Source: an optimization exercise on an open RTL-to-GDS flow (aim: small area, a short achievable clock period and few clock cycles). Production flows keep margins and buffers that such runs may drop. At most, simulation tests tie the RTL to the original design; equivalence was not proved. No activity file was given, so power comes from the tool's default toggle rates.

Design selective_repeat_receive_tracker, start of the top module:
module selective_repeat_receive_tracker #(
    parameter int MAX_PACKETS    = 4096,
    parameter int PAYLOAD_STRIDE = 9000
) (
    input  logic        i_clk,
    input  logic        i_rst_n,
    input  logic        i_in_valid,
    output logic        o_in_ready,
    input  logic [0:0]  i_in_op,
    input  logic [31:0] i_in_packet_id,
    input  logic [13:0] i_in_payload_length,
    input  logic [31:0] i_in_first_word,
    output logic        o_out_valid,
    input  logic        i_out_ready,
    output logic [3:0]  o_out_status,
    output logic [11:0] o_out_resend_id,
    output logic [25:0] o_out_payload_offset,
    output logic [11:0] o_out_missing_count,
    output logic [21:0] o_out_total_bytes,
    input  logic        i_cfg_valid,
    output logic        o_cfg_ready,
    input  logic [21:0] i_cfg_buffer_size
);
clock: 8.5 ns
lec_check: 0
cap_margin: 20
core_margin: 2
core_utilization: 35
cts_buf_list: sky130_fd_sc_hd__clkbuf_16
cts_cluster_diameter: 80
cts_cluster_size: 22
gpl_routability_driven: 1
place_density: 0.45
setup_slack_margin: 5
slew_margin: 20
synth_memory_max_bits: 8192
run.sh (not shown) runs the stock make flow with config.mk's settings and CLKGATE_MAP_FILE= SYNTH_SCRIPT=/design/flow/synth_recipe.tcl, a recipe that flattens the netlist after the stock synthesis.
Then changed:
--- a/flow/design.v
+++ b/flow/design.v
@@ -97,43 +97,48 @@
             assign sel1[i] = (((i + 1) % N >> k) & 1) ? first[i] : 1'b0;
         end
         assign o_idx_p1[k] = |sel1;
     end
     assign o_first = first;
 endmodule
 `timescale 1ns / 1ps
 module srt_dp (
     input  logic        i_clk,
     input  logic        i_clr,
     input  logic        i_set,
-    input  logic [7:0]  i_set_hi,
-    input  logic [15:0] i_set_lo,
-    input  logic [31:0] i_set_col,
+    input  logic [11:0] i_set_id,
     input  logic [7:0]  i_rd_hi,
     input  logic [15:0] i_rd_lo,
     output logic [31:0] o_rd_data
 );
     logic [4095:0] r_bm;
     logic [7:0]    whi;
+    logic [15:0]   wlo;
+    logic [31:0]   col;
     logic [31:0]   hc [8];
     logic [31:0]   grp [8];
     always_comb begin
-        whi = i_set_hi & {8{i_set}};
+        whi = '0;
+        wlo = '0;
+        col = '0;
+        whi[i_set_id[11:9]] = i_set;
+        wlo[i_set_id[8:5]]  = 1'b1;
+        col[i_set_id[4:0]]  = 1'b1;
         for (int g = 0; g < 8; g++) begin
-            hc[g] = i_set_col & {32{whi[g]}};
+            hc[g] = col & {32{whi[g]}};
         end
     end
     always_ff @(posedge i_clk) begin
         for (int w = 0; w < 128; w++) begin
             for (int b = 0; b < 32; b++) begin
-                r_bm[w*32+b] <= (r_bm[w*32+b] & ~i_clr) | (hc[w / 16][b] & i_set_lo[w % 16]);
+                r_bm[w*32+b] <= (r_bm[w*32+b] & ~i_clr) | (hc[w / 16][b] & wlo[w % 16]);
             end
         end
     end
     always_comb begin
         o_rd_data = '0;
         for (int g = 0; g < 8; g++) begin
             grp[g] = '0;
             for (int l = 0; l < 16; l++) begin
                 grp[g] = grp[g] | (r_bm[(g*16+l)*32 +: 32] & {32{i_rd_lo[l]}});
             end
             o_rd_data = o_rd_data | (grp[g] & {32{i_rd_hi[g]}});
@@ -173,25 +178,22 @@
     logic [13:0] r0_len;
     logic        r1_v;
     logic        r1_op;
     logic [11:0] r1_id;        
     logic        r1_idz, r1_ido, r1_idhi;
     logic [13:0] r1_len;
     logic [7:0]  r_ra_hi;      
     logic [15:0] r_ra_lo;      
     logic        r2_v;
     logic [2:0]  r2_cls;
     logic [11:0] r2_id;
-    logic [7:0]  r2_ohi;       
-    logic [15:0] r2_olo;
-    logic [31:0] r2_ocol;
     logic [15:0] r2_b;         
     logic [13:0] r2_len;       
     logic [31:0] r2_rw;
     logic        r_conn;
     logic [11:0] r_exp;
     logic [12:0] r_ptr;
     logic [6:0]  r_sw;         
     logic [7:0]  r_sn;         
     logic [31:0] r_mask;       
     logic        r_sw_eqe;     
     logic        r_sw_lte;     
@@ -235,25 +237,23 @@
         else if (r1_ido)                   s1_cls = C_CLOSED;
         else if (r1_idhi || r1_id > r_exp) s1_cls = C_RANGE;
         else                               s1_cls = C_HDR;
     end
     assign s1_conn = go1 && !r1_op && r1_idz;
     assign s2_set  = go2 && (r2_cls == C_HDR);
     assign s2_clr  = go2 && (r2_cls == C_CONN);
     srt_dp u_bm (
         .i_clk     (i_clk),
         .i_clr     (s2_clr),
         .i_set     (s2_set),
-        .i_set_hi  (r2_ohi),
-        .i_set_lo  (r2_olo),
-        .i_set_col (r2_ocol),
+        .i_set_id  (r2_id),
         .i_rd_hi   (r_ra_hi),
         .i_rd_lo   (r_ra_lo),
         .o_rd_data (rd_data)
     );
     always_comb begin
         rd_word = rd_data;
         if (s2_clr) begin
             rd_word = '0;
         end else if (s2_set && r_ra_hi[r2_id[11:9]] && r_ra_lo[r2_id[8:5]]) begin
             rd_word[r2_id[4:0]] = 1'b1;
         end
@@ -458,25 +458,22 @@
             r0_id   <= in_id;
             r0_idz  <= in_idz;
             r0_ido  <= (i_in_packet_id == 32'hFFFF_FFFF);
             r0_idhi <= |i_in_packet_id[31:12];
             r0_len  <= i_in_payload_length;
         end
         for (int k = 0; k < 8; k++)  r_ra_hi[k] <= (ra_n[6:4] == 3'(k));
         for (int k = 0; k < 16; k++) r_ra_lo[k] <= (ra_n[3:0] == 4'(k));
         if (go1) begin
             r2_cls <= s1_cls;
             r2_id  <= r1_id;
-            for (int k = 0; k < 8; k++)  r2_ohi[k]  <= (r1_id[11:9] == 3'(k));
-            for (int k = 0; k < 16; k++) r2_olo[k]  <= (r1_id[8:5] == 4'(k));
-            for (int k = 0; k < 32; k++) r2_ocol[k] <= (r1_id[4:0] == 5'(k));
             r2_b   <= {1'b0, r1_id - 12'd1, 3'd0} + {4'd0, r1_id - 12'd1};
             r2_len <= (r1_len > 14'(PAYLOAD_STRIDE)) ? 14'(PAYLOAD_STRIDE) : r1_len;
         end
         if (!stall && !keep_rw) begin
             r2_rw <= rd_word;
         end
         r_exp <= exp_n;
         r_ptr      <= ptr_n;
         r_sw       <= sw_n;
         r_sn       <= sn_n;
         r_mask     <= mask_n;
Result: The new run completed without violations. Final area decreases slightly. Global-route usage decreases by 0.97 points. Power decreases by a few percent. Register-to-register slack gets better by 180 ps. Sequential power decreases by a few percent. Worst setup slack gets better by 180 ps. Final cell count increases by roughly a tenth. Synthesized area decreases slightly. Sequential share of layout area is about the same. First-iteration DRC count decreases by a little under a tenth. Die area decreases slightly. Sequential cell count decreases by 56.
Testbench counts after the change, summed over its fixed seeds: cycles 74,383.
Function not checked in the first run of this note: the RTL went through the layout flow alone.

-- afterwards: timing with drivers on the ports --
The flow's constraints put no driver on any port. The routed layouts listed below were extracted and timed again, unchanged, in two steps. Step 1 sets driving cells, clkbuf_16 on the clock port and buf_2 on the other inputs (assumed; they add their load-dependent delay and slew). Step 2, shift: input delay + t, output delay - t, t = (earliest + latest rising clock arrival at the registers) / 2. This alone moves slack from input paths to output paths. Slacks: ideal / step 1 / step 2; pairs: ideal / step 1.
run	t, ns	setup slack, ns	worst setup path after step 2	latest minus earliest clock arrival (ns)	worst data-port slew with drivers (ns)
the first run	1.107	4.702 / 4.702 / 4.032	input to register	0.080 / 0.080	0.07
the second run	1.115	4.885 / 4.885 / 4.201	input to register	0.084 / 0.083	0.13
After both steps every run listed still meets setup and hold. The setup slack of the second run, which loses most, moves by 0.000 ns with the drivers and by -0.684 ns with both steps.
